This is an optimization exercise on Yosys and OpenROAD, whose aim is small area, a short achievable clock period and few clock cycles, not a production implementation.
Function was checked by simulation only, so behaviour that the tests miss may differ from the original.
Power figures rest on the tool's default switching activity, not on a simulated workload.

==> design.v <==
`timescale 1ns / 1ps
`default_nettype none
package rrd_pkg;
	localparam int VALUE_MAX   = 32;
	localparam int MESSAGE_MAX = 4096;
	localparam int DATA_W      = 8;
	localparam int STATUS_W    = 2;
	localparam int WORD_W      = 32;
	localparam int LENGTH_W    = 6;
	localparam int INDEX_W     = 5;
	localparam int PTR_W       = 7;    
	localparam logic [1:0] FC_OTHER    = 2'd0;
	localparam logic [1:0] FC_ERROR    = 2'd1;
	localparam logic [1:0] FC_THROTTLE = 2'd2;
	localparam logic [1:0] FC_VALUE    = 2'd3;
endpackage
`default_nettype wire
`timescale 1ns / 1ps
`default_nettype none
module rrd_parser (
	input  wire logic        clk,
	input  wire logic        arst_n,
	input  wire logic        rx_valid,
	output logic             rx_ready,
	input  wire logic [7:0]  rx_data_byte,
	input  wire logic        rx_end_of_message,
	output logic             wr_en,
	output logic [5:0]       wr_addr,
	output logic [7:0]       wr_data,
	input  wire logic        p_busy,
	input  wire logic        p_thr_busy,
	output logic             p_load,
	output logic [1:0]       p_status,
	output logic             p_thr_seen,
	output logic             p_present,
	output logic [5:0]       p_len,
	output logic             p_long,
	output logic             p_stop,
	output logic [6:0]       p_base,
	output logic [31:0]      thr,
	input  wire logic        old_v,
	input  wire logic [6:0]  old_ptr
);
	logic       s0_v, s1_v;
	logic [7:0] s0_d, s1_d;
	logic       s0_e, s1_e;
	logic       s0_z, s1_z;      
	logic       take, proc, stall;
	assign rx_ready = !s1_v;
	assign take     = rx_valid && !s1_v;
	assign proc     = s0_v && !stall;
	always_ff @(posedge clk or negedge arst_n) begin
		if (!arst_n) begin
			s0_v <= 1'b0;
			s1_v <= 1'b0;
		end else begin
			if (proc) begin
				s0_v <= s1_v || take;
				s1_v <= 1'b0;
			end else if (!s0_v) begin
				s0_v <= take;
			end else if (take) begin
				s1_v <= 1'b1;
			end
		end
	end
	always_ff @(posedge clk) begin
		if (proc && s1_v) begin
			s0_d <= s1_d;
			s0_e <= s1_e;
			s0_z <= s1_z;
		end else if (take && (proc || !s0_v)) begin
			s0_d <= rx_data_byte;
			s0_e <= rx_end_of_message;
			s0_z <= (rx_data_byte[6:0] == 7'd0);
		end
		if (take && s0_v && !proc) begin
			s1_d <= rx_data_byte;
			s1_e <= rx_end_of_message;
			s1_z <= (rx_data_byte[6:0] == 7'd0);
		end
	end
	logic        ph_tag, ph_val, ph_len, ph_pay, ph_ign;
	logic [3:0]  cnt;
	logic [31:0] acc;
	logic        hz;
	logic        nz;      
	logic        pl;      
	logic [1:0]  cls;
	logic        fits;
	logic [5:0]  nlen;
	logic [6:0]  nbase;
	logic [6:0]  wptr;
	logic        room;
	logic [1:0]  st;
	logic        thr_seen;
	logic        present;
	logic [5:0]  clen;
	logic        long_q;
	logic        stop;
	logic [6:0]  m_old;
	wire [7:0] b   = s0_d;
	wire       eom = s0_e;
	wire       b7  = b[7];
	wire c0 = (cnt == 4'd0);
	wire c1 = (cnt == 4'd1);
	wire c2 = (cnt == 4'd2);
	wire c3 = (cnt == 4'd3);
	wire c4 = (cnt == 4'd4);
	wire c9 = (cnt == 4'd9);
	wire c123 = c1 || c2 || c3;
	wire c2to8 = !c0 && !c1 && !c9;
	wire ph_vint = ph_tag || ph_val || ph_len;
	wire cls_err = (cls == rrd_pkg::FC_ERROR);
	wire cls_thr = (cls == rrd_pkg::FC_THROTTLE);
	wire cls_val = (cls == rrd_pkg::FC_VALUE);
	logic [31:0] acc_v;
	always_comb begin
		acc_v = acc;
		if (c0) acc_v[6:0]   = acc[6:0]   | b[6:0];
		if (c1) acc_v[13:7]  = acc[13:7]  | b[6:0];
		if (c2) acc_v[20:14] = acc[20:14] | b[6:0];
		if (c3) acc_v[27:21] = acc[27:21] | b[6:0];
		if (c4) acc_v[31:28] = acc[31:28] | b[3:0];
	end
	wire any7 = |b[6:0];
	wire hib_tag = (c0 && (b[5] || b[6])) || ((c123 || c4) && any7);
	wire hib_err = (c0 && (|b[6:2])) || (c123 && any7) || (c4 && (|b[3:0]));
	wire hib_len = (c1 && (b[5] || b[6])) || (c2to8 && any7) || (c9 && b[0]);
	wire hi_tag  = hz || hib_tag;
	wire hi_err  = hz || hib_err;
	wire hi_len  = hz || hib_len;
	wire hib     = ph_tag ? hib_tag : (ph_val ? hib_err : hib_len);
	wire done    = ph_vint && !b7;            
	wire ovf     = ph_vint && b7 && c9;       
	wire [2:0] wt = acc_v[2:0];
	wire [1:0] cls_new = hi_tag ? rrd_pkg::FC_OTHER : acc_v[4:3];
	wire len_zero = !nz && (c9 ? !b[0] : s0_z);
	wire len_fit  = !hi_len && (acc_v[11:5] == 7'd0 || acc_v[11:0] == 12'd32);
	wire wr_req   = ph_pay && fits;
	wire thr_commit_try = ph_val && !b7 && cls_thr;
	assign stall = (p_busy && eom) || (p_thr_busy && thr_commit_try) || (wr_req && !room);
	wire v_done  = ph_val && !b7;
	wire l_done  = ph_len && !b7;
	wire p_done  = ph_pay && pl;
	wire commit_full  = p_done && fits;
	wire commit_empty = l_done && len_zero && cls_val;
	wire drop         = p_done && !fits && cls_val;
	wire err_commit   = v_done && cls_err;
	wire thr_commit   = v_done && cls_thr;
	assign wr_en   = s0_v && wr_req && room;
	assign wr_addr = wptr[5:0];
	assign wr_data = b;
	wire [6:0] wptr_n = wptr + {6'd0, wr_req};
	logic [1:0] st_n;
	logic       thr_seen_n, present_n, long_n, stop_n;
	logic [5:0] clen_n;
	logic [6:0] m_old_n;
	always_comb begin
		st_n       = st;
		thr_seen_n = thr_seen || thr_commit;
		present_n  = present;
		clen_n     = clen;
		long_n     = long_q;
		stop_n     = stop || ovf || (ph_tag && !b7 && wt != 3'd0 && wt != 3'd2);
		m_old_n    = m_old;
		if (err_commit) st_n = hi_err ? 2'd3 : acc_v[1:0];
		if (commit_full) begin
			present_n = 1'b1;
			clen_n    = nlen;
			long_n    = 1'b0;
			m_old_n   = nbase;
		end else if (commit_empty) begin
			present_n = 1'b1;
			clen_n    = 6'd0;
			long_n    = 1'b0;
			m_old_n   = wptr;
		end else if (drop) begin
			present_n = 1'b0;
			clen_n    = 6'd0;
			long_n    = 1'b1;
			m_old_n   = wptr;
		end
	end
	assign p_load     = proc && eom;
	assign p_status   = st_n;
	assign p_thr_seen = thr_seen_n;
	assign p_present  = present_n;
	assign p_len      = clen_n;
	assign p_long     = long_n;
	assign p_stop     = stop_n;
	assign p_base     = m_old_n;
	wire [6:0] used = wptr - (old_v ? old_ptr : m_old);
	always_ff @(posedge clk) begin
		if (proc && thr_commit) thr <= acc_v;
		if (proc && l_done) begin
			nlen  <= acc_v[5:0];
			nbase <= wptr;
		end
	end
	always_ff @(posedge clk or negedge arst_n) begin
		if (!arst_n) begin
			ph_tag   <= 1'b1;
			ph_val   <= 1'b0;
			ph_len   <= 1'b0;
			ph_pay   <= 1'b0;
			ph_ign   <= 1'b0;
			cnt      <= 4'd0;
			acc      <= 32'd0;
			hz       <= 1'b0;
			nz       <= 1'b0;
			pl       <= 1'b0;
			cls      <= rrd_pkg::FC_OTHER;
			fits     <= 1'b0;
			wptr     <= 7'd0;
			room     <= 1'b1;
			st       <= 2'd0;
			thr_seen <= 1'b0;
			present  <= 1'b0;
			clen     <= 6'd0;
			long_q   <= 1'b0;
			stop     <= 1'b0;
			m_old    <= 7'd0;
		end else begin
			if (proc && wr_req) wptr <= wptr + 7'd1;
			room <= !used[6] && !(s0_v && wr_req && room && used[5:0] == 6'd63);
			if (proc) begin
				if (eom) begin
					ph_tag   <= 1'b1;
					ph_val   <= 1'b0;
					ph_len   <= 1'b0;
					ph_pay   <= 1'b0;
					ph_ign   <= 1'b0;
					cnt      <= 4'd0;
					acc      <= 32'd0;
					hz       <= 1'b0;
					nz       <= 1'b0;
					cls      <= rrd_pkg::FC_OTHER;
					fits     <= 1'b0;
					st       <= 2'd0;
					thr_seen <= 1'b0;
					present  <= 1'b0;
					clen     <= 6'd0;
					long_q   <= 1'b0;
					stop     <= 1'b0;
					m_old    <= wptr_n;
				end else begin
					st       <= st_n;
					thr_seen <= thr_seen_n;
					present  <= present_n;
					clen     <= clen_n;
					long_q   <= long_n;
					stop     <= stop_n;
					m_old    <= m_old_n;
					if (ph_vint) begin
						if (!b7) begin
							cnt <= 4'd0;
							hz  <= 1'b0;
							nz  <= 1'b0;
						end else begin
							cnt <= c9 ? 4'd0 : cnt + 4'd1;
							hz  <= hz || hib;
							nz  <= nz || !s0_z;
						end
					end
					pl <= ph_pay ? (acc[11:0] == 12'd2) : (acc_v[11:0] == 12'd1);
					if (ph_pay) begin
						acc[11:0] <= acc[11:0] - 12'd1;
					end else if (ph_vint) begin
						if (b7 || ph_len) acc <= acc_v;
						else acc <= 32'd0;
					end
					if (ph_tag && !b7) begin
						cls <= cls_new;
						ph_tag <= 1'b0;
						if (wt == 3'd0) ph_val <= 1'b1;
						else if (wt == 3'd2) ph_len <= 1'b1;
						else ph_ign <= 1'b1;
					end
					if (ph_val && !b7) begin
						ph_val <= 1'b0;
						ph_tag <= 1'b1;
					end
					if (ph_len && !b7) begin
						ph_len <= 1'b0;
						fits   <= cls_val && len_fit;
						if (len_zero) begin
							ph_tag <= 1'b1;
						end else if (hi_len) begin
							ph_ign <= 1'b1;
						end else begin
							ph_pay <= 1'b1;
						end
					end
					if (ovf) begin
						ph_tag <= 1'b0;
						ph_val <= 1'b0;
						ph_len <= 1'b0;
						ph_ign <= 1'b1;
					end
					if (ph_pay && pl) begin
						ph_pay <= 1'b0;
						ph_tag <= 1'b1;
					end
				end
			end
		end
	end
endmodule
`default_nettype wire
`timescale 1ns / 1ps
`default_nettype none
module rrd_emit (
	input  wire logic        clk,
	input  wire logic        arst_n,
	input  wire logic        wr_en,
	input  wire logic [5:0]  wr_addr,
	input  wire logic [7:0]  wr_data,
	output logic             p_busy,
	output logic             p_thr_busy,
	input  wire logic        p_load,
	input  wire logic [1:0]  p_status,
	input  wire logic        p_thr_seen,
	input  wire logic        p_present,
	input  wire logic [5:0]  p_len,
	input  wire logic        p_long,
	input  wire logic        p_stop,
	input  wire logic [6:0]  p_base,
	input  wire logic [31:0] thr,
	output logic             old_v,
	output logic [6:0]       old_ptr,
	output logic             tx_valid,
	input  wire logic        tx_ready,
	output logic [1:0]       tx_status_code,
	output logic [31:0]      tx_throttle_ms,
	output logic             tx_value_present,
	output logic [5:0]       tx_value_length,
	output logic [7:0]       tx_value_byte,
	output logic [4:0]       tx_byte_index,
	output logic             tx_value_too_long,
	output logic             tx_stopped_early,
	output logic             tx_last_result
);
	logic [7:0] mem [64];
	always_ff @(posedge clk) begin
		if (wr_en) mem[wr_addr] <= wr_data;
	end
	logic       q_v;
	logic [1:0] q_st;
	logic       q_ts, q_pr, q_lg, q_sp;
	logic [5:0] q_len;
	logic [6:0] q_base;
	logic       cv, cnew, czero;
	logic [4:0] ck, cend;
	logic [6:0] rptr;
	logic       o_v, o_last, o_pr, o_lg, o_sp;
	logic [7:0] o_byte;
	logic [4:0] o_idx;
	logic [1:0] o_st;
	logic [31:0] o_thr;
	logic [5:0] o_len;
	wire adv   = cv && (!o_v || tx_ready);
	wire clast = (ck == cend);
	wire cload = q_v && !(cv && cnew) && (!cv || (adv && clast));
	assign p_busy  = q_v;
	assign p_thr_busy = q_v && q_ts;
	assign old_v   = cv || q_v;
	assign old_ptr = cv ? rptr : q_base;
	always_ff @(posedge clk or negedge arst_n) begin
		if (!arst_n) begin
			q_v <= 1'b0;
			cv  <= 1'b0;
			o_v <= 1'b0;
		end else begin
			if (p_load) q_v <= 1'b1;
			else if (adv && cnew) q_v <= 1'b0;
			if (cload) cv <= 1'b1;
			else if (adv && clast) cv <= 1'b0;
			if (adv) o_v <= 1'b1;
			else if (tx_ready) o_v <= 1'b0;
		end
	end
	always_ff @(posedge clk) begin
		if (p_load) begin
			q_st   <= p_status;
			q_ts   <= p_thr_seen;
			q_pr   <= p_present;
			q_len  <= p_len;
			q_lg   <= p_long;
			q_sp   <= p_stop;
			q_base <= p_base;
		end
		if (cload) begin
			cnew  <= 1'b1;
			czero <= (q_len == 6'd0);
			ck    <= 5'd0;
			cend  <= (q_len == 6'd0) ? 5'd0 : 5'(q_len - 6'd1);
			rptr  <= q_base;
		end else if (adv) begin
			cnew <= 1'b0;
			ck   <= ck + 5'd1;
			rptr <= rptr + 7'd1;
		end
		if (adv) begin
			o_byte <= czero ? 8'd0 : mem[rptr[5:0]];
			o_idx  <= ck;
			o_last <= clast;
			if (cnew) begin
				o_st  <= q_st;
				o_thr <= q_ts ? thr : 32'd0;
				o_pr  <= q_pr;
				o_len <= q_len;
				o_lg  <= q_lg;
				o_sp  <= q_sp;
			end
		end
	end
	assign tx_valid          = o_v;
	assign tx_status_code    = o_st;
	assign tx_throttle_ms    = o_thr;
	assign tx_value_present  = o_pr;
	assign tx_value_length   = o_len;
	assign tx_value_byte     = o_byte;
	assign tx_byte_index     = o_idx;
	assign tx_value_too_long = o_lg;
	assign tx_stopped_early  = o_sp;
	assign tx_last_result    = o_last;
endmodule
`default_nettype wire
`timescale 1ns / 1ps
`default_nettype none
module protobuf_read_reply_decoder_top (
	input  wire logic                   clk,
	input  wire logic                   arst_n,
	input  wire logic                   bytes_valid,
	output logic                        bytes_ready,
	input  wire logic [rrd_pkg::DATA_W-1:0]      bytes_data_byte,
	input  wire logic                   bytes_end_of_message,
	output logic                        results_valid,
	input  wire logic                   results_ready,
	output logic [rrd_pkg::STATUS_W-1:0]         results_status_code,
	output logic [rrd_pkg::WORD_W-1:0]           results_throttle_ms,
	output logic                        results_value_present,
	output logic [rrd_pkg::LENGTH_W-1:0]         results_value_length,
	output logic [rrd_pkg::DATA_W-1:0]           results_value_byte,
	output logic [rrd_pkg::INDEX_W-1:0]          results_byte_index,
	output logic                        results_value_too_long,
	output logic                        results_stopped_early,
	output logic                        results_last_result
);
	logic        wr_en;
	logic [5:0]  wr_addr;
	logic [7:0]  wr_data;
	logic        p_busy, p_thr_busy, p_load, p_thr_seen, p_present, p_long, p_stop;
	logic [1:0]  p_status;
	logic [5:0]  p_len;
	logic [6:0]  p_base;
	logic [31:0] thr;
	logic        old_v;
	logic [6:0]  old_ptr;
	rrd_parser u_parser (
		.clk               (clk),
		.arst_n            (arst_n),
		.rx_valid          (bytes_valid),
		.rx_ready          (bytes_ready),
		.rx_data_byte      (bytes_data_byte),
		.rx_end_of_message (bytes_end_of_message),
		.wr_en             (wr_en),
		.wr_addr           (wr_addr),
		.wr_data           (wr_data),
		.p_busy            (p_busy),
		.p_thr_busy        (p_thr_busy),
		.p_load            (p_load),
		.p_status          (p_status),
		.p_thr_seen        (p_thr_seen),
		.p_present         (p_present),
		.p_len             (p_len),
		.p_long            (p_long),
		.p_stop            (p_stop),
		.p_base            (p_base),
		.thr               (thr),
		.old_v             (old_v),
		.old_ptr           (old_ptr)
	);
	rrd_emit u_emit (
		.clk               (clk),
		.arst_n            (arst_n),
		.wr_en             (wr_en),
		.wr_addr           (wr_addr),
		.wr_data           (wr_data),
		.p_busy            (p_busy),
		.p_thr_busy        (p_thr_busy),
		.p_load            (p_load),
		.p_status          (p_status),
		.p_thr_seen        (p_thr_seen),
		.p_present         (p_present),
		.p_len             (p_len),
		.p_long            (p_long),
		.p_stop            (p_stop),
		.p_base            (p_base),
		.thr               (thr),
		.old_v             (old_v),
		.old_ptr           (old_ptr),
		.tx_valid          (results_valid),
		.tx_ready          (results_ready),
		.tx_status_code    (results_status_code),
		.tx_throttle_ms    (results_throttle_ms),
		.tx_value_present  (results_value_present),
		.tx_value_length   (results_value_length),
		.tx_value_byte     (results_value_byte),
		.tx_byte_index     (results_byte_index),
		.tx_value_too_long (results_value_too_long),
		.tx_stopped_early  (results_stopped_early),
		.tx_last_result    (results_last_result)
	);
endmodule
`default_nettype wire
==> flow/run.sh <==
#!/bin/bash
set -euo pipefail
export CTS_ARGS="-sink_clustering_enable -repair_clock_nets -dont_use_dummy_load -sink_clustering_size 20 -sink_clustering_max_diameter 200"
bash standard.sh > standard_flow.log 2>&1
==> standard.sh <==
#!/bin/bash
# synth_recipe.tcl (not shown) runs the flow's synth.tcl, then flattens the netlist and writes it again
# the make line also repeats each setting of config.mk as NAME=value (left out here)
make -C /OpenROAD-flow-scripts/flow DESIGN_CONFIG=/design/flow/config.mk WORK_HOME=/design/flow/orfs CLKGATE_MAP_FILE= SYNTH_SCRIPT=/design/flow/synth_recipe.tcl "${@:-finish}"
==> config.mk <==
export PLATFORM = sky130hd
export DESIGN_NAME = protobuf_read_reply_decoder_top
export DESIGN_NICKNAME = protobuf_read_reply_decoder_top
export VERILOG_FILES = /design/flow/design.v
export SDC_FILE = /design/flow/constraint.sdc
export NUM_CORES = 4
export LEC_CHECK = 0
export ABC_AREA = 1
export CAP_MARGIN = 20
export CORE_MARGIN = 2
export CORE_UTILIZATION = 40
export SETUP_SLACK_MARGIN = 4.0
export SLEW_MARGIN = 20
==> constraint.sdc <==
create_clock -name core_clock -period 6.5 [get_ports {clk}]
set_input_delay 1.3000 -clock core_clock [delete_from_list [all_inputs] [get_ports {clk}]]
set_output_delay 1.3000 -clock core_clock [all_outputs]
set_load 0.01 [all_outputs]
==> implementation parameters, run 1 <==
Parameter                              Value

STA
  Worst hold margin    424.9 ps
  Fmax    384.2 MHz
  Unrepaired setup endpoints after global routing    yes
  Final number of hold-violating endpoints    0
  Final worst path period share    40.05%
  Final setup viols    0
  Worst clock skew    77.56 ps
  Max-slew headroom    38.21%
  Max Transition Viols Final    0
  Setup tns final    0 ps
  Tmin final    2603 ps
  Pin slew with the least headroom to its limit    926.9 ps

Logic synthesis
  Number of instances in the synthesized netlist    3154
  Synthesized area    0.03246 sq mm
  Most used flip-flop cell after synthesis    sky130_fd_sc_hd__edfxtp_1
  Warnings from Yosys    2
  Post-synthesis area per instance    10.29 sq um
  Post-synth top area share    61.60%
  Portion of the post-synthesis area used by sequential elements    67.99%
  Area leader, netlist    sky130_fd_sc_hd__edfxtp_1
  Flops & latches, synth    750
  Number of enable-type register cells in the synthesized netlist    666
  Asr flop ratio synth    10.40%
  Dominant cells by area after synthesis    sky130_fd_sc_hd__edfxtp_1 62%, sky130_fd_sc_hd__nand2_1 11%, sky130_fd_sc_hd__dfrtp_1 5.9%
  Syn Nets    3183
  Count of cell types in the netlist    44

Placement
  Routability congestion estimate from global placement    0.8562
  Detailed-placement wirelength estimate    46290 microns
  Number of port buffers    71
  Placed instance area    0.03420 sq mm

Routing
  Routed wire length    84120 microns
  Post-route DRC violation count    0
  ANT nets after route    0
  Iter 0 DRT Violations    2024
  Number of vias in the routed layout    21940
  DR vias/cell    5.138
  First-pass iteration count of the detailed router    6
  Average detailed-routed wire length per instance    19.70 microns

Setup path
  Critical Path Source Type    flop
  Type of the setup path with the least slack    reg -> reg
  Delay of the slowest critical-path stage    790 ps
  Critical Path RT    6750 ps
  Data arrival, critical path    2860 ps
  Critical Path Sink Type    flop
  Largest fanout on the critical path    11
  Standard cell with the maximum stage delay on the critical path    sky130_fd_sc_hd__nor2_1
  CP cell instances    inv_1, nand3_1, nor2_1

Floorplan
  Die Footprint    0.08346 sq mm
  Die boundary height    288.9 microns
  Core Rows    104
  Initial standard-cell utilization of the core    40.37%
  Core Region    0.08042 sq mm
  Die X-Extent    288.9 microns
  Num ports    72

GRT
  Via count of the first global-routing pass    20750
  Global-route wire length before repair    125200 microns
  Largest net degree at the start of global routing    81
  Antenna violations before repair    0
  Total congestion overflow    0
  Global-route usage over all layers    19.70%

Clocking
  TritonCTS clock tree    yes
  CTS clock-pin slew for the worst setup and hold paths    90 ps
  Clock net sink count    750
  Deepest level of the CTS H-tree    2
  Number of clock buffers inserted by TritonCTS    43
  CTS root buffer    sky130_fd_sc_hd__clkbuf_16
  CTS hold repair buffers    0
  Clock Path Buffers    3
  Clock latency on the worst-skew pair    610 ps

Power
  Max VDD drop    0.2447 mV
  PnR Total Power    14.74 mW
  Static leakage power    14.25 nW
  Power per cell area    408.7 mW/mm^2

Cells and area
  Final design utilization    44.83%
  Layout area overhead    11.06%
  Number of diodes added for antenna fixing    0
  # nets final    3241
  Layout cells sized above 1    9.751%
  Final instance area    0.03605 sq mm

Worst hold path
  Class of the tightest hold or removal check    reg -> reg

Status
  Status    complete, no violations

Run
  Number of max-cap violations    0
[layer usage]
metal	up-vias	part of all wire [%]	global-route usage, %
met4	0	2.5	5.309
met5	-	0	0
met1	10660	43	27.17
met3	111	6.3	2.748
met2	632	48	32.79
li1	10540	-	-
[synthesized netlist by cell type (3+ instances only)]
cell	instances
sky130_fd_sc_hd__nor3_1	12
sky130_fd_sc_hd__o21ai_0	160
sky130_fd_sc_hd__xor2_1	18
sky130_fd_sc_hd__nor2_1	315
sky130_fd_sc_hd__a21boi_0	5
sky130_fd_sc_hd__dfxtp_1	6
sky130_fd_sc_hd__inv_1	309
sky130_fd_sc_hd__a21oi_1	59
sky130_fd_sc_hd__buf_6	4
sky130_fd_sc_hd__nand2_1	966
sky130_fd_sc_hd__o21ai_1	20
sky130_fd_sc_hd__or2_2	15
sky130_fd_sc_hd__o22ai_1	7
sky130_fd_sc_hd__buf_2	52
sky130_fd_sc_hd__clkinv_1	4
sky130_fd_sc_hd__nor2_2	7
sky130_fd_sc_hd__o221ai_1	5
sky130_fd_sc_hd__nor4_1	4
sky130_fd_sc_hd__nand3b_1	3
sky130_fd_sc_hd__clkbuf_1	49
sky130_fd_sc_hd__buf_4	12
sky130_fd_sc_hd__ha_1	15
sky130_fd_sc_hd__nand4_1	20
sky130_fd_sc_hd__nand2_2	3
sky130_fd_sc_hd__dfrtp_1	76
sky130_fd_sc_hd__nand3_1	290
sky130_fd_sc_hd__edfxtp_1	666
sky130_fd_sc_hd__buf_1	17
sky130_fd_sc_hd__xnor2_1	7
sky130_fd_sc_hd__inv_2	10
[logic make-up after synthesis]
family	after synthesis	share of synthesized area (%)
adders and majority gates	16	0.6398
xor gates and xnor gates	25	0.6745
buffers and inverters	457	5.715
DFF	750	67.99
and+or+nand+nor	1640	20.66
AOI/OAI and AO/OA	266	4.317
[worst max-delay path, delay by kind of cell (launching register included)]
kind                   cells  cell delay, ps
DFF                        1             550
and+or+nand+nor            2            1390
buffers and inverters      1             290
[placed cells by master, fill, tap and decap left out, types with 18 or more instances in the layout]
cell type and instances:
sky130_fd_sc_hd__inv_1 302, sky130_fd_sc_hd__o21ai_1 25, sky130_fd_sc_hd__nand2_1 960, sky130_fd_sc_hd__nor2_2 35, sky130_fd_sc_hd__dfrtp_1 71, sky130_fd_sc_hd__a21oi_1 58, sky130_fd_sc_hd__nand3_1 287, sky130_fd_sc_hd__o21ai_0 155
sky130_fd_sc_hd__nand4_1 20, sky130_fd_sc_hd__nor2_1 251, sky130_fd_sc_hd__nor2_4 37, sky130_fd_sc_hd__edfxtp_1 666, sky130_fd_sc_hd__buf_2 57, sky130_fd_sc_hd__clkbuf_16 46, sky130_fd_sc_hd__xor2_1 18, sky130_fd_sc_hd__buf_4 47
[final timing paths]
check	from	to	slack (ps)	cells after the start
worst max-delay path	u_parser.wptr[3]	u_emit.mem[0][0]	3900	3
worst min-delay path	u_emit.q_st[0]	u_emit.o_st[0]	420	0
worst max register to register	u_parser.wptr[3]	u_emit.mem[0][0]	3900	3
worst min register to register	u_emit.q_st[0]	u_emit.o_st[0]	420	0
max in group asynchronous	arst_n	u_parser.ph_pay	5150	1
min in group asynchronous	arst_n	u_parser.acc[19]	740	1
[power breakdown]
part | internal (mW) | switching (mW) | total [mW] | leakage [nW]
Clock | 1.18 | 1.50 | 2.68 | 0.530
Combinational | 1.66 | 4.16 | 5.82 | 6.59
Sequential | 5.98 | 0.250 | 6.23 | 7.13
[stage by stage]
stage               std cells  worst slack [ps]
floorplan                3154              3915
global placement         4178              2755
detailed placement       4178              2770
CTS                      4256              3880
global route             4270              3789
finish                   4270              3897
[what timing repair did]
| item | CTS | global route |
|---|---|---|
| cloned | 8 | 4 |
| pin swaps | 1 | 3 |
| buffers inserted | 27 | 10 |
| resized for setup | 324 | 73 |
| setup endpoints to repair | 794 | 438 |
[flip-flops by register name, summed over array words and instances (netlist names), 6 cells and up]
signal	count
u_emit.o_byte	8
u_parser.wptr	7
u_emit.o_thr	32
u_parser.thr	32
u_parser.clen	6
u_parser.m_old	7
u_parser.acc	32
u_parser.nlen	6
u_emit.q_base	7
u_emit.q_len	6
u_parser.s0_d	8
u_emit.rptr	7
u_emit.o_len	6
u_parser.s1_d	8
u_parser.nbase	7
u_emit.mem	512
[cell type report]
class                   count  area (sq um)
inverters                 323          1280
repair buffers            142          1244
well taps                1060          1326
fillers                  7569         44360
clock buffers              43          1076
multi-input cells        1949          9027
repair inverters            3         21.27
flip-flops and latches    750         22080
Testbench counts, summed over its fixed seeds: cycles 51,327.
==> inputs of run 2 (changes only) <==
--- a/config.mk
+++ b/config.mk
@@ -7,3 +7,2 @@
 export LEC_CHECK = 0
-export ABC_AREA = 1
 export CAP_MARGIN = 20
@@ -13 +12,2 @@
 export SLEW_MARGIN = 20
+export TNS_END_PERCENT = 30
==> implementation parameters, run 2 <==
Parameter                              Value

Routing
  Post-route DRC violation count    0
  Average detailed-routed wire length per instance    26.32 microns
  Number of vias in the routed layout    17250
  First-pass iteration count of the detailed router    5
  ANT nets after route    0
  DR vias/cell    5.803
  Routed wire length    78250 microns
  Iter 0 DRT Violations    1716

STA
  Final number of hold-violating endpoints    0
  Final setup viols    0
  Pin slew with the least headroom to its limit    987.1 ps
  Max Transition Viols Final    0
  Unrepaired setup endpoints after global routing    yes
  Tmin final    2702 ps
  Setup tns final    0 ps
  Final worst path period share    41.56%
  Fmax    370.1 MHz
  Worst clock skew    59.30 ps
  Max-slew headroom    34.19%

Cells and area
  Layout area overhead    16.00%
  Max FFs per register    512
  Layout cells sized above 1    24.37%
  Final instance area    0.03523 sq mm
  Largest Register    u_emit.mem
  Top library cells by usage in the layout, fill and taps aside    666 x sky130_fd_sc_hd__edfxtp_1, 114 x sky130_fd_sc_hd__nand2_1, 109 x sky130_fd_sc_hd__mux4_2
  Count of filler cells inserted in the layout    6364
  # nets final    2025
  Most common library cell in the layout ignoring fill and taps    sky130_fd_sc_hd__edfxtp_1
  Non-filler cells in the finished layout    2973

Clocking
  Number of clock buffers inserted by TritonCTS    43
  Clock latency on the worst-skew pair    610 ps
  Deepest level of the CTS H-tree    2
  CTS hold repair buffers    0
  CTS root buffer    sky130_fd_sc_hd__clkbuf_16
  TritonCTS clock tree    yes
  Clock net sink count    750
  CTS clock-pin slew for the worst setup and hold paths    90 ps
  Clock Path Buffers    3

Logic synthesis
  Number of enable-type register cells in the synthesized netlist    666
  Number of instances in the synthesized netlist    1843
  Asr flop ratio synth    10.40%
  Area leader, netlist    sky130_fd_sc_hd__edfxtp_1
  Warnings from Yosys    2
  Top cells by count, synth    666 x sky130_fd_sc_hd__edfxtp_1, 130 x sky130_fd_sc_hd__nor2_1, 123 x sky130_fd_sc_hd__nand2_1, 109 x sky130_fd_sc_hd__mux4_2, 83 x sky130_fd_sc_hd__a21oi_1
  Synthesized area    0.03037 sq mm
  Count of cell types in the netlist    70
  Dominant cells by area after synthesis    sky130_fd_sc_hd__edfxtp_1 66%, sky130_fd_sc_hd__mux4_2 8.1%, sky130_fd_sc_hd__dfrtp_1 6.3%
  Flops & latches, synth    750
  Most used flip-flop cell after synthesis    sky130_fd_sc_hd__edfxtp_1
  Syn Nets    1872
  Most used standard cell by instance count after synthesis    sky130_fd_sc_hd__edfxtp_1
  Post-synthesis area per instance    16.48 sq um
  Post-synth top area share    65.85%
  Portion of the post-synthesis area used by sequential elements    72.68%

Placement
  Placed instance area    0.03218 sq mm
  Detailed-placement wirelength estimate    42930 microns
  Total instance count after detailed placement    2823
  Routability congestion estimate from global placement    0.8374
  Number of port buffers    71

Floorplan
  Die Footprint    0.07815 sq mm
  Initial standard-cell utilization of the core    40.19%
  Die X-Extent    279.6 microns
  Num ports    72
  Core Rows    101
  Die boundary height    279.6 microns
  Core Region    0.07557 sq mm

Setup path
  CP cell instances    dlygate4sd2_1
  Critical path's top delay family    flip-flops
  Standard cell with the maximum stage delay on the critical path    sky130_fd_sc_hd__edfxtp_1
  Largest fanout on the critical path    1
  Data arrival, critical path    1400 ps
  Delay of the slowest critical-path stage    470 ps
  Type of the setup path with the least slack    reg -> out
  Critical Path Source Type    flop
  Critical Path Sink Type    output pin
  Critical Path RT    5200 ps
  Buffers plus inverters on the worst setup path    1

GRT
  Global-route usage over all layers    17.79%
  Antenna violations before repair    0
  Via count of the first global-routing pass    16430
  Total congestion overflow    0
  Global-route wire length before repair    104700 microns
  Largest net degree at the start of global routing    93

Power
  Max VDD drop    0.2586 mV
  Static leakage power    12.22 nW
  Power per cell area    358.8 mW/mm^2

Status
  Status    complete, no violations

Run
  Number of max-cap violations    0

Worst hold path
  Class of the tightest hold or removal check    reg -> reg
run 2: cell count changes after synthesis, moves of 39 or more:
cell	previous run	this run
sky130_fd_sc_hd__mux2i_1	0	51
sky130_fd_sc_hd__nor2_1	315	130
sky130_fd_sc_hd__o21ai_0	160	57
sky130_fd_sc_hd__nand2_1	966	123
sky130_fd_sc_hd__mux4_2	0	109
sky130_fd_sc_hd__nand3_1	290	23
sky130_fd_sc_hd__and2_1	0	39
sky130_fd_sc_hd__inv_1	309	35
run 2: kinds of logic (layout without fill, tap and decap cells):
group                    Yosys count  in the layout  share of synthesized area [%]
flip-flops                       750            750                          72.68
AND/OR/NAND/NOR                  411            412                          6.361
AO/OA/AOI/OAI                    331            331                          7.304
multiplexers                     173            173                          10.25
buffers and inverters            129            279                          1.776
XOR/XNOR                          33             33                         0.9516
adder cells (fa/ha/maj)           16             16                         0.6839
other                              0              1                              0
run 2: routing by layer:
layer,track usage [%],share of wire (%),up-vias
met2,29.08,49,671
li1,-,-,7473
met5,0,0,-
met1,24.89,41,9001
met3,2.769,7.1,107
met4,4.881,2.3,0
run 2: area by class of cell:
type / count / area (sq um) / share of cell area [%]
antenna: 1 / 2.502 / 0.007103
clock buffer: 43 / 1076 / 3.054
inverter: 36 / 153.9 / 0.4368
multi-input combinational: 965 / 8517 / 24.17
sequential: 750 / 22080 / 62.69
tap: 978 / 1224 / 3.473
timing repair buffer: 200 / 2173 / 6.169
run 2: report_power, final:
group          leakage, nW  internal (mW)  switching (mW)
clock network        0.530           1.18            1.45
registers             7.13           5.89           0.250
logic                 4.56           1.45            2.42
total                 12.2           8.51            4.12
run 2: repair_timing:
action | 4_1_cts | 5_1_grt
buffers inserted | 2 | 73
setup endpoints to repair | 779 | 715
pin swaps | 0 | 21
resized for setup | 116 | 217
gates cloned | 1 | 29
run 2: path summary, 6_finish.rpt:
path                             startpoint                     to  slack, ps  depth (start not counted)
setup / recovery           u_emit.o_byte[2]  results_value_byte[2]       3800                          1
max in group asynchronous            arst_n              u_emit.cv       5150                          1
setup reg to reg             u_emit.rptr[0]       u_emit.o_byte[1]       3900                          6
hold / removal                  u_emit.q_pr            u_emit.o_pr        440                          0
hold reg to reg                 u_emit.q_pr            u_emit.o_pr        440                          0
min in group asynchronous            arst_n       u_parser.acc[26]        750                          1
run 2: per-stage QoR:
step / worst slack [ps] / utilization [%] / hold slack (ps) / power (mW)
5_1_grt: 3755 / 46.62 / 448.3 / 13.13
2_1_floorplan: 3774 / - / 400.3 / 8.235
3_5_place_dp: 2949 / 42.58 / 414.7 / 9.385
4_1_cts: 3672 / 44.51 / 435.6 / 11.98
6_report: 3798 / 46.62 / 435.0 / 12.64
3_3_place_gp: 3063 / 42.57 / 419.9 / 9.329
==> inputs of run 3 (changes only) <==
--- a/config.mk
+++ b/config.mk
@@ -12,2 +12 @@
 export SLEW_MARGIN = 20
-export TNS_END_PERCENT = 30
==> implementation parameters, run 3 <==
Parameter                              Value

STA
  Final number of hold-violating endpoints    0
  Max-slew headroom    39.91%
  Tmin final    2569 ps
  Final worst slack    3931 ps
  Max Transition Viols Final    0
  Unrepaired setup endpoints after global routing    yes
  Setup tns final    0 ps
  Pin slew with the least headroom to its limit    901.4 ps
  Final setup viols    0
  Fmax    389.2 MHz
  Worst clock skew    71.59 ps
  Final worst path period share    39.53%

Routing
  Amount of wire on met3 after detailed routing    4365 microns
  First-pass iteration count of the detailed router    5
  DR vias/cell    5.763
  Average detailed-routed wire length per instance    25.27 microns
  Highest metal layer used by the detailed router    met4
  Post-route DRC violation count    0
  Length of routed met2 wiring    36500 microns
  Number of vias in the routed layout    16930
  Iter 0 DRT Violations    1660
  ANT nets after route    0
  Routed wire length    74240 microns
  Routed length on met1    31240 microns

Worst hold path
  Class of the tightest hold or removal check    reg -> reg

Power
  Max VDD drop    0.2058 mV
  Power per cell area    358.0 mW/mm^2
  Static leakage power    11.80 nW

Logic synthesis
  Post-synthesis area per instance    16.48 sq um
  Most used flip-flop cell after synthesis    sky130_fd_sc_hd__edfxtp_1
  Post-synth top area share    65.85%
  Top cells by count, synth    666 x sky130_fd_sc_hd__edfxtp_1, 130 x sky130_fd_sc_hd__nor2_1, 123 x sky130_fd_sc_hd__nand2_1, 109 x sky130_fd_sc_hd__mux4_2, 83 x sky130_fd_sc_hd__a21oi_1
  Dominant cells by area after synthesis    sky130_fd_sc_hd__edfxtp_1 66%, sky130_fd_sc_hd__mux4_2 8.1%, sky130_fd_sc_hd__dfrtp_1 6.3%
  Area leader, netlist    sky130_fd_sc_hd__edfxtp_1
  Number of instances in the synthesized netlist    1843
  Flops & latches, synth    750
  Warnings from Yosys    2
  Asr flop ratio synth    10.40%
  Number of enable-type register cells in the synthesized netlist    666
  Count of cell types in the netlist    70
  Most used standard cell by instance count after synthesis    sky130_fd_sc_hd__edfxtp_1
  Syn Nets    1872
  Synthesized area    0.03037 sq mm
  Portion of the post-synthesis area used by sequential elements    72.68%

Clocking
  Number of clock buffers inserted by TritonCTS    43
  CTS root buffer    sky130_fd_sc_hd__clkbuf_16
  Clock latency on the worst-skew pair    620 ps
  Clock Path Buffers    3
  CTS clock-pin slew for the worst setup and hold paths    90 ps
  CTS hold repair buffers    0
  Deepest level of the CTS H-tree    2
  TritonCTS clock tree    yes
  Clock net sink count    750

Setup path
  Data arrival, critical path    1270 ps
  Type of the setup path with the least slack    reg -> out
  Critical path's top delay family    flip-flops
  Critical Path Sink Type    output pin
  CP cell instances    buf_6
  Standard cell with the maximum stage delay on the critical path    sky130_fd_sc_hd__edfxtp_1
  Delay of the slowest critical-path stage    480 ps
  Largest fanout on the critical path    1
  Critical Path RT    5200 ps
  Buffers plus inverters on the worst setup path    1
  Critical Path Source Type    flop

Cells and area
  Max FFs per register    512
  Count of filler cells inserted in the layout    6395
  Layout area overhead    14.70%
  Layout cells sized above 1    24.64%
  Final instance area    0.03484 sq mm
  Largest Register    u_emit.mem
  # nets final    1991
  Flip-flop and latch area    0.02209 sq mm
  Non-filler cells in the finished layout    2938
  Most common library cell in the layout ignoring fill and taps    sky130_fd_sc_hd__edfxtp_1
  Multi-input combinational cell area    0.008702 sq mm
  Final design utilization    46.10%
  Number of diodes added for antenna fixing    0
  Top library cells by usage in the layout, fill and taps aside    666 x sky130_fd_sc_hd__edfxtp_1, 113 x sky130_fd_sc_hd__nand2_1, 109 x sky130_fd_sc_hd__mux4_2

Floorplan
  Initial standard-cell utilization of the core    40.19%
  Die X-Extent    279.6 microns
  Die boundary height    279.6 microns
  Core Rows    101
  Num ports    72
  Core Region    0.07557 sq mm
  Die Footprint    0.07815 sq mm

Placement
  Number of port buffers    71
  Routability congestion estimate from global placement    0.8413
  Post-placement worst setup slack    2871 ps
  Placed instance area    0.03220 sq mm
  Total instance count after detailed placement    2825
  Detailed-placement wirelength estimate    42030 microns

GRT
  Largest net degree at the start of global routing    79
  Total congestion overflow    0
  Via count of the first global-routing pass    16990
  Global-route wire length before repair    108500 microns
  Antenna violations before repair    0
  Global-route usage over all layers    18.58%

Status
  Status    complete, no violations

Run
  Number of max-cap violations    0
[run 3: cell counts after synthesis]
No cell type changed its count.
[run 3: kinds of logic after synthesis]
group | count (synthesis) | share of synthesized area [%]
AO/OA/AOI/OAI | 331 | 7.304
XOR/XNOR | 33 | 0.9516
adder cells (fa/ha/maj) | 16 | 0.6839
buffers and inverters | 129 | 1.776
flip-flops | 750 | 72.68
multiplexers | 173 | 10.25
AND/OR/NAND/NOR | 411 | 6.361
[run 3: metal layers]
metal	vias to the layer above	track usage, %
met5	-	0
met4	0	6.143
met3	112	2.827
met2	589	30.70
met1	8805	25.31
li1	7427	-
[run 3: report_power, final]
group | total, mW | internal (mW) | switching [mW] | leakage (nW)
sequential | 6.15 | 5.89 | 0.260 | 7.13
clock | 2.63 | 1.18 | 1.45 | 0.530
combinational | 3.70 | 1.36 | 2.34 | 4.14
total | 12.5 | 8.43 | 4.05 | 11.8
[run 3: cell type report]
| class | count | share of cell area, % |
|---|---|---|
| multi-input cells | 967 | 24.98 |
| repair inverters | 1 | 0.02155 |
| flip-flops and latches | 750 | 63.40 |
| well taps | 978 | 3.513 |
| inverters | 36 | 0.4130 |
| repair buffers | 163 | 4.583 |
| clock buffers | 43 | 3.089 |
[run 3: metrics by stage]
step | power (mW) | hold slack (ps)
detailed placement | 9.381 | 404.5
finish | 12.47 | 425.1
global route | 12.96 | 449.7
floorplan | 8.267 | 400.3
global placement | 9.304 | 402.7
CTS | 12.31 | 429.0
[run 3: final timing paths]
kind	from	slack, ps	depth (start not counted)	to
worst max-delay path	u_emit.o_byte[5]	3930	1	results_value_byte[5]
worst min-delay path	u_emit.q_st[1]	430	0	u_emit.o_st[1]
worst max register to register	u_emit.rptr[0]	4010	9	u_emit.o_byte[1]
worst min register to register	u_emit.q_st[1]	430	0	u_emit.o_st[1]
max in group asynchronous	arst_n	5160	1	u_parser.ph_pay
min in group asynchronous	arst_n	750	1	u_parser.wptr[4]
[run 3: what timing repair did]
item,in CTS,in global routing
pin swaps,10,15
buffers inserted,29,23
gates cloned,11,7
endpoints found under the setup margin,770,331
gates resized for setup,441,44
==> inputs of run 4 (changes only) <==
--- a/design.v
+++ b/design.v
@@ -31,2 +31,4 @@
 	input  wire logic        p_thr_busy,
+	input  wire logic        out_idle,
+	output logic             thr_backup,
 	output logic             p_load,
@@ -34,2 +36,3 @@
 	output logic             p_thr_seen,
+	output logic             p_thr_kept,
 	output logic             p_present,
@@ -84,3 +87,3 @@
 	logic [3:0]  cnt;
-	logic [31:0] acc;
+	logic [11:0] acc;
 	logic        hz;
@@ -96,2 +99,3 @@
 	logic        thr_seen;
+	logic        thr_kept;    
 	logic        present;
@@ -116,3 +120,3 @@
 	wire cls_val = (cls == rrd_pkg::FC_VALUE);
-	logic [31:0] acc_v;
+	logic [11:0] acc_v;
 	always_comb begin
@@ -120,6 +124,3 @@
 		if (c0) acc_v[6:0]   = acc[6:0]   | b[6:0];
-		if (c1) acc_v[13:7]  = acc[13:7]  | b[6:0];
-		if (c2) acc_v[20:14] = acc[20:14] | b[6:0];
-		if (c3) acc_v[27:21] = acc[27:21] | b[6:0];
-		if (c4) acc_v[31:28] = acc[31:28] | b[3:0];
+		if (c1) acc_v[11:7]  = acc[11:7]  | b[4:0];
 	end
@@ -140,4 +141,6 @@
 	wire wr_req   = ph_pay && fits;
-	wire thr_commit_try = ph_val && !b7 && cls_thr;
-	assign stall = (p_busy && eom) || (p_thr_busy && thr_commit_try) || (wr_req && !room);
+	wire thr_start = ph_val && cls_thr && c0;
+	assign stall = (p_busy && eom) || (thr_start && (p_thr_busy || (thr_seen && !out_idle)))
+	            || (wr_req && !room);
+	assign thr_backup = proc && thr_start && thr_seen;
 	wire v_done  = ph_val && !b7;
@@ -155,3 +158,3 @@
 	logic [1:0] st_n;
-	logic       thr_seen_n, present_n, long_n, stop_n;
+	logic       thr_seen_n, thr_kept_n, present_n, long_n, stop_n;
 	logic [5:0] clen_n;
@@ -161,2 +164,3 @@
 		thr_seen_n = thr_seen || thr_commit;
+		thr_kept_n = !thr_commit && (thr_kept || (thr_start && thr_seen));
 		present_n  = present;
@@ -187,2 +191,3 @@
 	assign p_thr_seen = thr_seen_n;
+	assign p_thr_kept = thr_kept_n;
 	assign p_present  = present_n;
@@ -194,3 +199,9 @@
 	always_ff @(posedge clk) begin
-		if (proc && thr_commit) thr <= acc_v;
+		if (proc && ph_val && cls_thr) begin
+			if (c0)       thr[6:0]   <= b[6:0];
+			if (c0 || c1) thr[13:7]  <= {7{c1}} & b[6:0];
+			if (c0 || c2) thr[20:14] <= {7{c2}} & b[6:0];
+			if (c0 || c3) thr[27:21] <= {7{c3}} & b[6:0];
+			if (c0 || c4) thr[31:28] <= {4{c4}} & b[3:0];
+		end
 		if (proc && l_done) begin
@@ -208,3 +219,3 @@
 			cnt      <= 4'd0;
-			acc      <= 32'd0;
+			acc      <= 12'd0;
 			hz       <= 1'b0;
@@ -218,2 +229,3 @@
 			thr_seen <= 1'b0;
+			thr_kept <= 1'b0;
 			present  <= 1'b0;
@@ -234,3 +246,3 @@
 					cnt      <= 4'd0;
-					acc      <= 32'd0;
+					acc      <= 12'd0;
 					hz       <= 1'b0;
@@ -241,2 +253,3 @@
 					thr_seen <= 1'b0;
+					thr_kept <= 1'b0;
 					present  <= 1'b0;
@@ -249,2 +262,3 @@
 					thr_seen <= thr_seen_n;
+					thr_kept <= thr_kept_n;
 					present  <= present_n;
@@ -270,3 +284,3 @@
 						if (b7 || ph_len) acc <= acc_v;
-						else acc <= 32'd0;
+						else acc <= 12'd0;
 					end
@@ -320,2 +334,4 @@
 	output logic             p_thr_busy,
+	output logic             out_idle,
+	input  wire logic        thr_backup,
 	input  wire logic        p_load,
@@ -323,2 +339,3 @@
 	input  wire logic        p_thr_seen,
+	input  wire logic        p_thr_kept,
 	input  wire logic        p_present,
@@ -349,3 +366,3 @@
 	logic [1:0] q_st;
-	logic       q_ts, q_pr, q_lg, q_sp;
+	logic       q_ts, q_tk, q_pr, q_lg, q_sp;
 	logic [5:0] q_len;
@@ -365,3 +382,4 @@
 	assign p_busy  = q_v;
-	assign p_thr_busy = q_v && q_ts;
+	assign p_thr_busy = q_v && q_ts && !q_tk;
+	assign out_idle   = !o_v && !cv && !q_v;
 	assign old_v   = cv || q_v;
@@ -386,2 +404,3 @@
 			q_ts   <= p_thr_seen;
+			q_tk   <= p_thr_kept;
 			q_pr   <= p_present;
@@ -403,2 +422,5 @@
 		end
+		if ((adv && cnew && !q_tk) || thr_backup) begin
+			o_thr <= thr & {32{q_ts || thr_backup}};
+		end
 		if (adv) begin
@@ -409,3 +431,2 @@
 				o_st  <= q_st;
-				o_thr <= q_ts ? thr : 32'd0;
 				o_pr  <= q_pr;
@@ -453,3 +474,3 @@
 	logic [7:0]  wr_data;
-	logic        p_busy, p_thr_busy, p_load, p_thr_seen, p_present, p_long, p_stop;
+	logic        p_busy, p_thr_busy, out_idle, thr_backup, p_load, p_thr_seen, p_thr_kept, p_present, p_long, p_stop;
 	logic [1:0]  p_status;
@@ -472,2 +493,4 @@
 		.p_thr_busy        (p_thr_busy),
+		.out_idle          (out_idle),
+		.thr_backup        (thr_backup),
 		.p_load            (p_load),
@@ -475,2 +498,3 @@
 		.p_thr_seen        (p_thr_seen),
+		.p_thr_kept        (p_thr_kept),
 		.p_present         (p_present),
@@ -492,2 +516,4 @@
 		.p_thr_busy        (p_thr_busy),
+		.out_idle          (out_idle),
+		.thr_backup        (thr_backup),
 		.p_load            (p_load),
@@ -495,2 +521,3 @@
 		.p_thr_seen        (p_thr_seen),
+		.p_thr_kept        (p_thr_kept),
 		.p_present         (p_present),
==> implementation parameters, run 4 <==
Parameter                              Value

Status
  Status    complete, no violations

Logic synthesis
  Post-synthesis area per instance    16.66 sq um
  Portion of the post-synthesis area used by sequential elements    72.35%
  Most used flip-flop cell after synthesis    sky130_fd_sc_hd__edfxtp_1
  Syn Nets    1822
  Top cells by count, synth    667 x sky130_fd_sc_hd__edfxtp_1, 129 x sky130_fd_sc_hd__nor2_1, 102 x sky130_fd_sc_hd__mux4_2, 90 x sky130_fd_sc_hd__nand2_1, 61 x sky130_fd_sc_hd__a21oi_1
  Synthesized area    0.02989 sq mm
  Flops & latches, synth    732
  Warnings from Yosys    2
  Asr flop ratio synth    8.060%
  Dominant cells by area after synthesis    sky130_fd_sc_hd__edfxtp_1 67%, sky130_fd_sc_hd__mux4_2 7.7%, sky130_fd_sc_hd__dfrtp_1 4.8%
  Number of instances in the synthesized netlist    1794
  Count of cell types in the netlist    84
  Number of enable-type register cells in the synthesized netlist    667
  Post-synth top area share    67.00%
  Area leader, netlist    sky130_fd_sc_hd__edfxtp_1
  Most used standard cell by instance count after synthesis    sky130_fd_sc_hd__edfxtp_1

Cells and area
  Multi-input combinational cell area    0.008528 sq mm
  Count of filler cells inserted in the layout    6315
  Max FFs per register    512
  Layout cells sized above 1    25.61%
  Top library cells by usage in the layout, fill and taps aside    667 x sky130_fd_sc_hd__edfxtp_1, 102 x sky130_fd_sc_hd__mux4_2, 85 x sky130_fd_sc_hd__nand2_1
  Number of diodes added for antenna fixing    0
  Most common library cell in the layout ignoring fill and taps    sky130_fd_sc_hd__edfxtp_1
  Layout area overhead    14.59%
  Largest registers    u_emit.mem: 512 flops, u_emit.o_thr: 32 flops, u_parser.thr: 32 flops
  # nets final    1955
  Largest Register    u_emit.mem
  Flip-flop and latch area    0.02165 sq mm

Routing
  First-pass iteration count of the detailed router    5
  Length of routed met2 wiring    37980 microns
  DR vias/cell    5.785
  Post-route DRC violation count    0
  ANT nets after route    0
  Iter 0 DRT Violations    1435
  Amount of wire on met3 after detailed routing    4485 microns
  Routed length on met1    31000 microns
  Number of vias in the routed layout    16740
  Highest metal layer used by the detailed router    met4
  Average detailed-routed wire length per instance    26.17 microns
  Routed wire length    75730 microns

GRT
  Total congestion overflow    0
  Largest net degree at the start of global routing    72
  Global-route usage over all layers    19.16%
  Global-route wire length before repair    110100 microns
  Antenna violations before repair    0
  Via count of the first global-routing pass    16730

Clocking
  CTS clock-pin slew for the worst setup and hold paths    80 ps
  CTS root buffer    sky130_fd_sc_hd__clkbuf_16
  CTS hold repair buffers    0
  Deepest level of the CTS H-tree    2
  Clock Path Buffers    3
  Number of clock buffers inserted by TritonCTS    42
  TritonCTS clock tree    yes
  Clock latency on the worst-skew pair    620 ps
  Clock net sink count    732

Floorplan
  Die boundary height    277.4 microns
  Core Region    0.07420 sq mm
  Num ports    72
  Core Rows    100
  Initial standard-cell utilization of the core    40.29%
  Die Footprint    0.07693 sq mm
  Die X-Extent    277.4 microns

STA
  Fmax    385.4 MHz
  Max-slew headroom    39.69%
  Final setup viols    0
  Final worst path period share    39.92%
  Pin slew with the least headroom to its limit    904.6 ps
  Final number of hold-violating endpoints    0
  Max Transition Viols Final    0
  Setup tns final    0 ps
  Worst clock skew    63.61 ps
  Unrepaired setup endpoints after global routing    yes
  Tmin final    2595 ps

Power
  Fraction of power consumed by combinational cells    30.0%
  Pint    8.287 mW
  Clock power share    20.9%
  Static leakage power    11.35 nW
  PnR Total Power    12.35 mW
  Max VDD drop    0.2329 mV
  Net switching share of the total power    32.91%
  Switch Pwr    4.066 mW
  Power per cell area    360.6 mW/mm^2
  Sequential cell fraction of total power    49.1%

Placement
  Detailed-placement wirelength estimate    44490 microns
  Number of port buffers    71
  Routability congestion estimate from global placement    0.8747

Worst hold path
  Class of the tightest hold or removal check    reg -> reg

Setup path
  Critical Path Source Type    flop
  Data arrival, critical path    1290 ps
  Type of the setup path with the least slack    reg -> out
  Critical Path RT    5200 ps
  Critical Path Sink Type    output pin
  CP cell instances    buf_6
  Critical path's top delay family    flip-flops
  Delay of the slowest critical-path stage    500 ps
  Standard cell with the maximum stage delay on the critical path    sky130_fd_sc_hd__edfxtp_1
  Buffers plus inverters on the worst setup path    1
  Largest fanout on the critical path    1

Run
  Number of max-cap violations    0
## run 4: cells by family (layout without fill, tap and decap cells)
family / after synthesis / count (layout) / share of synthesized area, %
AOI/OAI and AO/OA: 280 / 284 / 6.433
xor gates and xnor gates: 33 / 33 / 0.9669
adders and majority gates: 15 / 15 / 0.6530
buffers and inverters: 120 / 247 / 1.951
DFF: 732 / 732 / 72.35
muxes: 176 / 176 / 10.25
and+or+nand+nor: 438 / 438 / 7.388
## run 4: metrics by stage
| step | cells | setup WS (ps) | hold slack, ps | utilization [%] | area [sq um] |
|---|---|---|---|---|---|
| after floorplan | 1794 | 3863 | 400.3 | - | 29990 |
| after global placement | 2772 | 2899 | 434.0 | 42.63 | 31630 |
| after detailed placement | 2772 | 2851 | 410.1 | 42.64 | 31640 |
| after CTS | 2862 | 3873 | 436.1 | 45.36 | 33660 |
| after global routing | 2894 | 3877 | 453.3 | 46.17 | 34250 |
| final | 2894 | 3905 | 430.4 | 46.17 | 34250 |
## run 4: power groups by stage
stage               clock [mW]  combinational (mW)  sequential [mW]
CTS                       2.63                3.48             6.06
detailed placement           0                3.13             6.18
floorplan                    0                1.87             6.25
global placement             0                3.10             6.18
global route              2.78                3.94             6.09
finish                    2.58                3.70             6.07
## run 4: layout make-up
cell class / instances / share of cell area (%)
Sequential cell: 732 / 63.21
Multi-Input combinational cell: 946 / 24.90
Timing Repair Buffer: 178 / 4.986
Tap cell: 969 / 3.540
Clock buffer: 42 / 3.068
Inverter: 27 / 0.2995
## run 4: path summary, 6_finish.rpt
path,endpoint,slack (ps),depth (start not counted),from
min in group asynchronous,u_parser.clen[3],870,2,arst_n
worst min register to register,u_emit.o_pr,430,0,u_emit.q_pr
worst max register to register,u_emit.o_byte[1],3990,8,u_emit.rptr[0]
worst max-delay path,results_value_byte[3],3910,1,u_emit.o_byte[3]
max in group asynchronous,u_parser.cnt[1],5010,2,arst_n
worst min-delay path,u_emit.o_pr,430,0,u_emit.q_pr
## run 4: timing repair
| item | CTS | global route |
|---|---|---|
| pin swaps | 9 | 17 |
| endpoints found under the hold margin | 0 | 0 |
| resized for setup | 396 | 69 |
| setup endpoints to repair | 838 | 572 |
| setup buffers | 38 | 26 |
| cloned | 10 | 6 |
## run 4: routing by layer
layer / vias up / global-route usage, %
li1: 7315 / -
met1: 8675 / 25.86
met2: 638 / 32.32
met3: 114 / 2.341
met4: 0 / 6.355
met5: - / 0
Testbench counts of run 4, summed over its fixed seeds: cycles 51,353.
==> inputs of run 5 (changes only) <==
--- a/design.v
+++ b/design.v
@@ -383,3 +383,4 @@
 	assign p_thr_busy = q_v && q_ts && !q_tk;
-	assign out_idle   = !o_v && !cv && !q_v;
+	logic idle_q;
+	assign out_idle   = idle_q;
 	assign old_v   = cv || q_v;
@@ -389,2 +390,5 @@
 			q_v <= 1'b0;
+			idle_q <= 1'b1;
+			rptr <= 7'd0;
+			o_byte <= 8'd0;
 			cv  <= 1'b0;
@@ -392,2 +396,6 @@
 		end else begin
+			if (cload) rptr <= q_base;
+			else if (adv) rptr <= rptr + 7'd1;
+			if (adv) o_byte <= czero ? 8'd0 : mem[rptr[5:0]];
+			idle_q <= !o_v && !cv && !q_v;
 			if (p_load) q_v <= 1'b1;
@@ -416,3 +424,2 @@
 			cend  <= (q_len == 6'd0) ? 5'd0 : 5'(q_len - 6'd1);
-			rptr  <= q_base;
 		end else if (adv) begin
@@ -420,3 +427,2 @@
 			ck   <= ck + 5'd1;
-			rptr <= rptr + 7'd1;
 		end
@@ -426,3 +432,2 @@
 		if (adv) begin
-			o_byte <= czero ? 8'd0 : mem[rptr[5:0]];
 			o_idx  <= ck;
--- a/config.mk
+++ b/config.mk
@@ -10,3 +10,3 @@
 export CORE_UTILIZATION = 40
-export SETUP_SLACK_MARGIN = 4.0
+export SETUP_SLACK_MARGIN = 4.2
 export SLEW_MARGIN = 20
==> implementation parameters, run 5 <==
Parameter                              Value

Status
  Status    complete, no violations

Placement
  Number of port buffers    71
  Routability congestion estimate from global placement    0.8643
  Detailed-placement wirelength estimate    44170 microns
  Post-placement worst setup slack    2617 ps

GRT
  Antenna violations before repair    0
  Largest net degree at the start of global routing    74
  Global-route usage over all layers    19.98%
  Total congestion overflow    0
  Global-route wire length before repair    114800 microns
  Via count of the first global-routing pass    17040

Routing
  First-pass iteration count of the detailed router    7
  Number of vias in the routed layout    17320
  DR vias/cell    5.852
  Routed wire length    78730 microns
  Iter 0 DRT Violations    1809
  Average detailed-routed wire length per instance    26.60 microns
  Post-route DRC violation count    0
  ANT nets after route    0

STA
  Final number of hold-violating endpoints    0
  Unrepaired setup endpoints after global routing    yes
  Worst clock skew    42.13 ps
  Final setup viols    0
  Setup tns final    0 ps
  Max-slew headroom    36.76%
  Worst hold margin    426.9 ps
  Tmin final    2532 ps
  Fmax    394.9 MHz
  Final worst path period share    38.96%
  Pin slew with the least headroom to its limit    948.5 ps
  Max Transition Viols Final    0
  Final worst slack    3968 ps

Setup path
  Data arrival, critical path    2870 ps
  R2R Setup Slk    3970 ps
  Reg-to-Reg End    u_parser.s0_d[1]
  Worst setup endpoint    u_parser.s0_d[1]
  CP startpoint    u_emit.q_v
  FF-to-FF path depth    9
  Delay of the slowest critical-path stage    540 ps
  Critical Path Sink Type    flop
  Standard cell with the maximum stage delay on the critical path    sky130_fd_sc_hd__dfrtp_4
  Largest fanout on the critical path    6
  Critical Path RT    6840 ps
  CP cell instances    and3b_2, buf_4, buf_6, o211a_4, nor3_4, buf_6, buf_12, nand2_8, mux2_4
  Cell mode on critical path    sky130_fd_sc_hd__buf_6
  Critical Path Source Type    flop
  Reg2reg start    u_emit.q_v
  Type of the setup path with the least slack    reg -> reg

Clocking
  Deepest level of the CTS H-tree    2
  CTS clock-pin slew for the worst setup and hold paths    80 ps
  Clock Path Buffers    3
  Clock net sink count    733
  Clock latency on the worst-skew pair    600 ps
  CTS root buffer    sky130_fd_sc_hd__clkbuf_16
  Number of clock buffers inserted by TritonCTS    42
  TritonCTS clock tree    yes
  CTS hold repair buffers    0

Cells and area
  Largest registers    u_emit.mem: 512 flops, u_emit.o_thr: 32 flops, u_parser.thr: 32 flops
  Max FFs per register    512
  Largest Register    u_emit.mem
  Layout area overhead    20.28%
  Top library cells by usage in the layout, fill and taps aside    652 x sky130_fd_sc_hd__edfxtp_1, 124 x sky130_fd_sc_hd__mux4_2, 94 x sky130_fd_sc_hd__buf_4
  Most common library cell in the layout ignoring fill and taps    sky130_fd_sc_hd__edfxtp_1
  # nets final    2019
  Layout cells sized above 1    33.79%

Power
  Static leakage power    12.00 nW
  Max VDD drop    0.2791 mV
  Power per cell area    395.4 mW/mm^2

Floorplan
  Num ports    72
  Die Footprint    0.07723 sq mm
  Core Region    0.07432 sq mm
  Die boundary height    277.9 microns
  Die X-Extent    277.9 microns
  Core Rows    100
  Initial standard-cell utilization of the core    40.38%

Logic synthesis
  Dominant cells by area after synthesis    sky130_fd_sc_hd__edfxtp_1 65%, sky130_fd_sc_hd__mux4_2 9.3%, sky130_fd_sc_hd__dfrtp_1 6.0%
  Syn Nets    1820
  Area leader, netlist    sky130_fd_sc_hd__edfxtp_1
  Portion of the post-synthesis area used by sequential elements    71.91%
  Post-synthesis area per instance    16.75 sq um
  Count of cell types in the netlist    76
  Warnings from Yosys    2
  Most used standard cell by instance count after synthesis    sky130_fd_sc_hd__edfxtp_1
  Post-synth top area share    65.24%
  Number of enable-type register cells in the synthesized netlist    652
  Synthesized area    0.03001 sq mm
  Most used flip-flop cell after synthesis    sky130_fd_sc_hd__edfxtp_1
  Top cells by count, synth    652 x sky130_fd_sc_hd__edfxtp_1, 127 x sky130_fd_sc_hd__nor2_1, 124 x sky130_fd_sc_hd__mux4_2, 88 x sky130_fd_sc_hd__nand2_1, 72 x sky130_fd_sc_hd__dfrtp_1
  Flops & latches, synth    733
  Asr flop ratio synth    10.23%
  Number of instances in the synthesized netlist    1792

Run
  Number of max-cap violations    0

Worst hold path
  Class of the tightest hold or removal check    reg -> reg
==> run 5: cell types whose count changed in the layout (fill, tap and decap cells not counted), sizes merged, moves of 11 or more <==
cell	before	now
buf	153	231
a22oi	35	7
mux4	102	124
o21ai	54	72
a21oi	63	47
dfrtp	57	72
edfxtp	667	652
nand3	34	45
==> run 5: cells by family after synthesis <==
kind of cell	count (synthesis)	share of synthesized area [%]
xor gates and xnor gates	32	0.9339
DFF	733	71.91
AOI/OAI and AO/OA	253	5.729
and+or+nand+nor	445	7.438
adders and majority gates	15	0.6504
muxes	189	11.55
buffers and inverters	125	1.793
==> run 5: through the flow <==
step / instance area (sq um) / power, mW / utilization [%] / std cells
2_1_floorplan: 30300 / 8.956 / - / 1792
6_report: 36100 / 14.27 / 48.57 / 2960
3_3_place_gp: 31890 / 10.32 / 42.91 / 2759
4_1_cts: 35090 / 13.86 / 47.22 / 2905
3_5_place_dp: 31890 / 10.37 / 42.91 / 2759
5_1_grt: 36090 / 14.82 / 48.56 / 2958
==> run 5: critical path: cells and delay by family (launching register included) <==
kind	cells	cell delay (ps)
AOI/OAI and AO/OA	1	250
buffers and inverters	4	560
DFF	1	540
muxes	1	300
and+or+nand+nor	3	670
==> run 5: how the worst min path moves through the flow <==
stage	end	startpoint	slack [ps]	depth (start not counted)
6_report	u_emit.o_lg	u_emit.q_lg	430	0
5_1_grt	u_emit.o_lg	u_emit.q_lg	450	0
4_1_cts	u_emit.o_lg	u_emit.q_lg	430	0
3_5_place_dp	u_emit.o_st[1]	u_emit.q_st[1]	420	0
3_3_place_gp	u_emit.o_pr	u_emit.q_pr	410	0
2_1_floorplan	u_emit.o_lg	u_emit.q_lg	400	0
==> run 5: layout make-up <==
class | count | area, sq um
Multi-Input combinational cell | 938 | 9354
Tap cell | 969 | 1212
Clock buffer | 42 | 1051
Antenna cell | 2 | 5.005
Fill cell | 6157 | 38220
Timing Repair Buffer | 246 | 2715
Sequential cell | 733 | 21630
Inverter | 30 | 130.1
==> run 5: power breakdown <==
group	switching, mW	internal [mW]	leakage, nW	total [mW]
Clock	1.44	1.15	0.518	2.59
Sequential	0.316	5.82	6.86	6.13
Combinational	3.16	2.38	4.62	5.54
==> run 5: per-layer routing <==
layer	up-vias	wire, microns	GRT usage (%)
met3	119	4742	2.746
met1	9104	33900	28.83
li1	7449	-	-
met2	650	37890	31.86
met4	0	2197	5.627
met5	-	0	0
==> run 5: timing repair <==
item / 4_1_cts / 5_1_grt
endpoints found under the setup margin: 827 / 424
endpoints found under the hold margin: 0 / 0
resized for setup: 528 / 117
buffers inserted: 91 / 47
gates cloned: 13 / 6
pin swaps: 20 / 24
Testbench counts of run 5, summed over its fixed seeds: cycles 51,353.

[what the ideal ports hide]
The results above use ideal ports. As a check the final layouts listed here were re-extracted and re-timed, cells and wires unchanged. Step 1: set_driving_cell puts a clkbuf_16 on clk and a buf_2 on each other input, an assumption about the parent block. Step 2, shift: input delay + t, output delay - t, t = (earliest + latest rising clock arrival at the registers) / 2. This alone moves slack from input paths to output paths. Slacks: ideal ports / drivers / drivers and shift; pairs: ideal ports / drivers.
| run | t, ns | setup slack, ns | slew at the worst register clock pin (ns) |
|---|---|---|---|
| run 1 | 0.635 | 3.897 / 3.882 / 3.549 | 0.09 / 0.09 |
| run 2 | 0.642 | 3.798 / 3.736 / 3.453 | 0.09 / 0.09 |
| run 3 | 0.655 | 3.931 / 3.864 / 3.442 | 0.09 / 0.09 |
| run 4 | 0.649 | 3.905 / 3.839 / 3.501 | 0.09 / 0.09 |
| run 5 | 0.637 | 3.968 / 3.911 / 3.633 | 0.09 / 0.09 |
After both steps every run listed still meets setup and hold. The setup slack of run 3, which loses most, moves by -0.067 ns with the drivers and by -0.489 ns with both steps.
